Context: an optimization exercise on an open-source flow, tuned for small area. The choices shown serve that exercise and are no tape-out recipe. Only simulation tests tie the RTL to the original design; equivalence was not proved. Power is estimated from default activity; no workload was simulated. The flow treats the clock pin as an ideal source, which a real chip does not have.

Design fm_voice, start of the top module:
module fm_voice (
	input logic clk37,
	input logic rst,
	input logic cmd_valid,
	input logic [31:0] cmd_data,
	output logic signed [15:0] sample,
	output logic sample_valid,
	output logic cmd_busy
);
export LEC_CHECK = 0
export ABC_AREA = 1
export CAP_MARGIN = 0
export CORE_MARGIN = 2
export CORE_UTILIZATION = 75
export PLACE_DENSITY = 0.85
export SLEW_MARGIN = 0
create_clock -name core_clock -period 10.0 [get_ports {clk37}]
standard.sh (not shown) runs the stock make flow with config.mk's settings and CLKGATE_MAP_FILE= SYNTH_SCRIPT=/design/flow/synth_recipe.tcl, a recipe that flattens the netlist after the stock synthesis.
==> flow/flow/run.sh <==
#!/bin/bash
# The standard layout (standard.sh) with three changes:
# - synthesis maps the logic with ABC's area-oriented mapper: the ORFS scripts
#   are copied to ./orfs_scripts unchanged except abc_area.script (ABC_AREA is
#   set in config.mk), and SCRIPTS_DIR points there;
# - the input and output ports are buffered with the smallest buffer (buf_1);
# - clock tree synthesis adds no dummy loads to balance the tree (leaf clusters
#   of up to 33 sinks within 90 um, clkbuf_16 only).
# The full tool output goes to standard.log here and to the ORFS logs under
# orfs/logs.
set -e
cd "$(dirname "$0")/.."
rm -rf orfs_scripts
cp -r "$FLOW_HOME/scripts" orfs_scripts
printf 'strash\ndch\namap\ntopo\nstime -c\n' > orfs_scripts/abc_area.script
export SCRIPTS_DIR="$PWD/orfs_scripts"
export BUFFER_PORTS_ARGS="-buffer_cell sky130_fd_sc_hd__buf_1"
export CTS_ARGS="-sink_clustering_enable -repair_clock_nets -dont_use_dummy_load -sink_clustering_size 33 -sink_clustering_max_diameter 90 -buf_list sky130_fd_sc_hd__clkbuf_16"
bash standard.sh > standard.log 2>&1
The starting point went through all stages and came out clean.
Change:
--- a/flow/flow/run.sh
+++ b/flow/flow/run.sh
@@ -13,5 +13,5 @@
 rm -rf orfs_scripts
 cp -r "$FLOW_HOME/scripts" orfs_scripts
-printf 'strash\ndch\namap\ntopo\nstime -c\n' > orfs_scripts/abc_area.script
+printf 'strash\nbalance\nrewrite\nrefactor\nbalance\nrewrite\nrewrite -z\nbalance\nrefactor -z\nrewrite -z\nbalance\ndch\namap\ntopo\nstime -c\n' > orfs_scripts/abc_area.script
 export SCRIPTS_DIR="$PWD/orfs_scripts"
 export BUFFER_PORTS_ARGS="-buffer_cell sky130_fd_sc_hd__buf_1"
--- a/flow/config.mk
+++ b/flow/config.mk
@@ -7,7 +7,7 @@
 export LEC_CHECK = 0
 export ABC_AREA = 1
-export CAP_MARGIN = 0
+export CAP_MARGIN = 20
 export CORE_MARGIN = 2
 export CORE_UTILIZATION = 75
 export PLACE_DENSITY = 0.85
-export SLEW_MARGIN = 0
+export SLEW_MARGIN = 20
- register-to-register slack is about the same
- wire length falls slightly
- maximum frequency barely changes
- design area hardly moves
- global-route usage shrinks by 0.40 points
- synthesized cell count drops by a few percent
- utilization is about the same
- sequential cell count is unchanged

Another version of the RTL of fm_voice (not shown whole).
Size in the first run: roughly 5600 cells after synthesis, about 53 I/O pins.
Settings: LEC_CHECK=0, ABC_AREA=1, CAP_MARGIN=20, CORE_MARGIN=2, CORE_UTILIZATION=70, CTS_BUF_LIST=sky130_fd_sc_hd__clkbuf_16, CTS_CLUSTER_DIAMETER=60, CTS_CLUSTER_SIZE=30, PLACE_DENSITY=0.8, SLEW_MARGIN=20; clock period 10.0 ns.
==> flow/flow/run.sh <==
#!/bin/bash
# The standard layout (standard.sh), except that clock tree synthesis adds
# no dummy loads to balance the tree. The full tool output goes to standard.log
# here and to the ORFS logs under orfs/logs.
set -e
cd "$(dirname "$0")/.."
export BUFFER_PORTS_ARGS="-buffer_cell sky130_fd_sc_hd__buf_1"
export CTS_ARGS="-sink_clustering_enable -repair_clock_nets -dont_use_dummy_load -sink_clustering_size 30 -sink_clustering_max_diameter 60 -buf_list sky130_fd_sc_hd__clkbuf_16"
bash standard.sh > standard.log 2>&1
Edit:
==> flow/flow/run.sh (replaced) <==
#!/bin/bash
# The standard layout (standard.sh) with two changes: the input and output
# ports are buffered with the smallest buffer (buf_1), and clock tree synthesis
# adds no dummy loads to balance the tree (leaf clusters of up to 30 sinks within 80 um,
# clkbuf_16 only). The full tool output goes to standard.log here and to the
# ORFS logs under orfs/logs.
set -e
cd "$(dirname "$0")/.."
export BUFFER_PORTS_ARGS="-buffer_cell sky130_fd_sc_hd__buf_1"
export CTS_ARGS="-sink_clustering_enable -repair_clock_nets -dont_use_dummy_load -sink_clustering_size 30 -sink_clustering_max_diameter 80 -buf_list sky130_fd_sc_hd__clkbuf_16"
bash standard.sh > standard.log 2>&1
CORE_UTILIZATION = 75   (was 70)
CTS_BUF_LIST = not set   (was sky130_fd_sc_hd__clkbuf_16)
CTS_CLUSTER_DIAMETER = not set   (was 60)
CTS_CLUSTER_SIZE = not set   (was 30)
PLACE_DENSITY = 0.85   (was 0.8)
Outcome:
- total power drops by 2.2%
- design area drops by 0.83%
- area after synthesis is unchanged
- hold slack improves by 0.015 ns
- core utilization rose by 4.7 points
- non-clock buffer count went up by 1
- die area came out lower by 6.6%
- clock-buffer cell count drops by 21
- flip-flop and latch count stays the same
Edit:
==> flow/flow/run.sh (replaced) <==
#!/bin/bash
# The standard layout (standard.sh), except that clock tree synthesis adds
# no dummy loads to balance the tree. The full tool output goes to standard.log
# here and to the ORFS logs under orfs/logs.
set -e
cd "$(dirname "$0")/.."
export BUFFER_PORTS_ARGS="-buffer_cell sky130_fd_sc_hd__buf_1"
export CTS_ARGS="-sink_clustering_enable -repair_clock_nets -dont_use_dummy_load -sink_clustering_size 33 -sink_clustering_max_diameter 60 -buf_list sky130_fd_sc_hd__clkbuf_16"
bash standard.sh > standard.log 2>&1
CORE_UTILIZATION = 70   (was 75)
CTS_BUF_LIST = sky130_fd_sc_hd__clkbuf_16   (was not set)
CTS_CLUSTER_DIAMETER = 60   (was not set)
CTS_CLUSTER_SIZE = 30   (was not set)
PLACE_DENSITY = 0.8   (was 0.85)
Synthesized cell count stays the same.
Worst hold slack gets worse by 0.034 ns.
Sequential share of layout area falls by 0.61 points.
Edit:
==> flow/flow/run.sh (replaced) <==
#!/bin/bash
# The standard layout (standard.sh), except that clock tree synthesis adds
# no dummy loads to balance the tree. The full tool output goes to standard.log
# here and to the ORFS logs under orfs/logs.
set -e
cd "$(dirname "$0")/.."
export BUFFER_PORTS_ARGS="-buffer_cell sky130_fd_sc_hd__buf_1"
export CTS_ARGS="-sink_clustering_enable -repair_clock_nets -dont_use_dummy_load -sink_clustering_size 30 -sink_clustering_max_diameter 60 -buf_list sky130_fd_sc_hd__clkbuf_16"
bash standard.sh > standard.log 2>&1
CORE_UTILIZATION = 75   (was 70)
CTS_BUF_LIST = not set   (was sky130_fd_sc_hd__clkbuf_16)
CTS_CLUSTER_DIAMETER = not set   (was 60)
CTS_CLUSTER_SIZE = not set   (was 30)
PLACE_DENSITY = 0.85   (was 0.8)
What happened: Combinational power barely changes; worst setup slack gets worse by 0.22 ns; die area came out lower by 6.6%; first-iteration DRC count went up by 10%; register-to-register slack degrades by 0.22 ns.

what the ideal ports hide:
No port has a modelled driver above. Below, the same layouts with a new extraction and two added sets of constraints. Step 1 sets driving cells, clkbuf_16 on the clock port and buf_2 on the other inputs (assumed; they add their load-dependent delay and slew). Step 2 moves the port delays by t, midway between the first and last clock arrival at a register: inputs arrive t later, outputs are due t later. That takes back most of the time a late clock gives input paths. Three values: ideal ports, drivers, drivers and shift; two values: the first two.
run	shift t [ns]	slack for setup (ns)	worst setup path after step 2	worst register clock-pin slew, ns	worst data-port slew with drivers (ns)
the first run of note 1	0.740	0.426 / 0.426 / 0.426	register to register	0.12 / 0.12	0.09
the second run of note 1	0.738	0.427 / 0.427 / 0.427	register to register	0.12 / 0.12	0.14
the first run of note 2	0.757	0.402 / 0.402 / 0.402	register to register	0.11 / 0.11	0.11
the second run of note 2	0.757	0.127 / 0.127 / 0.127	register to register	0.11 / 0.11	0.12
the third run of note 2	0.760	0.424 / 0.424 / 0.424	register to register	0.11 / 0.11	0.12
the fourth run of note 2	0.768	0.200 / 0.200 / 0.200	register to register	0.11 / 0.11	0.13
After both steps setup and hold are still met in every run listed.
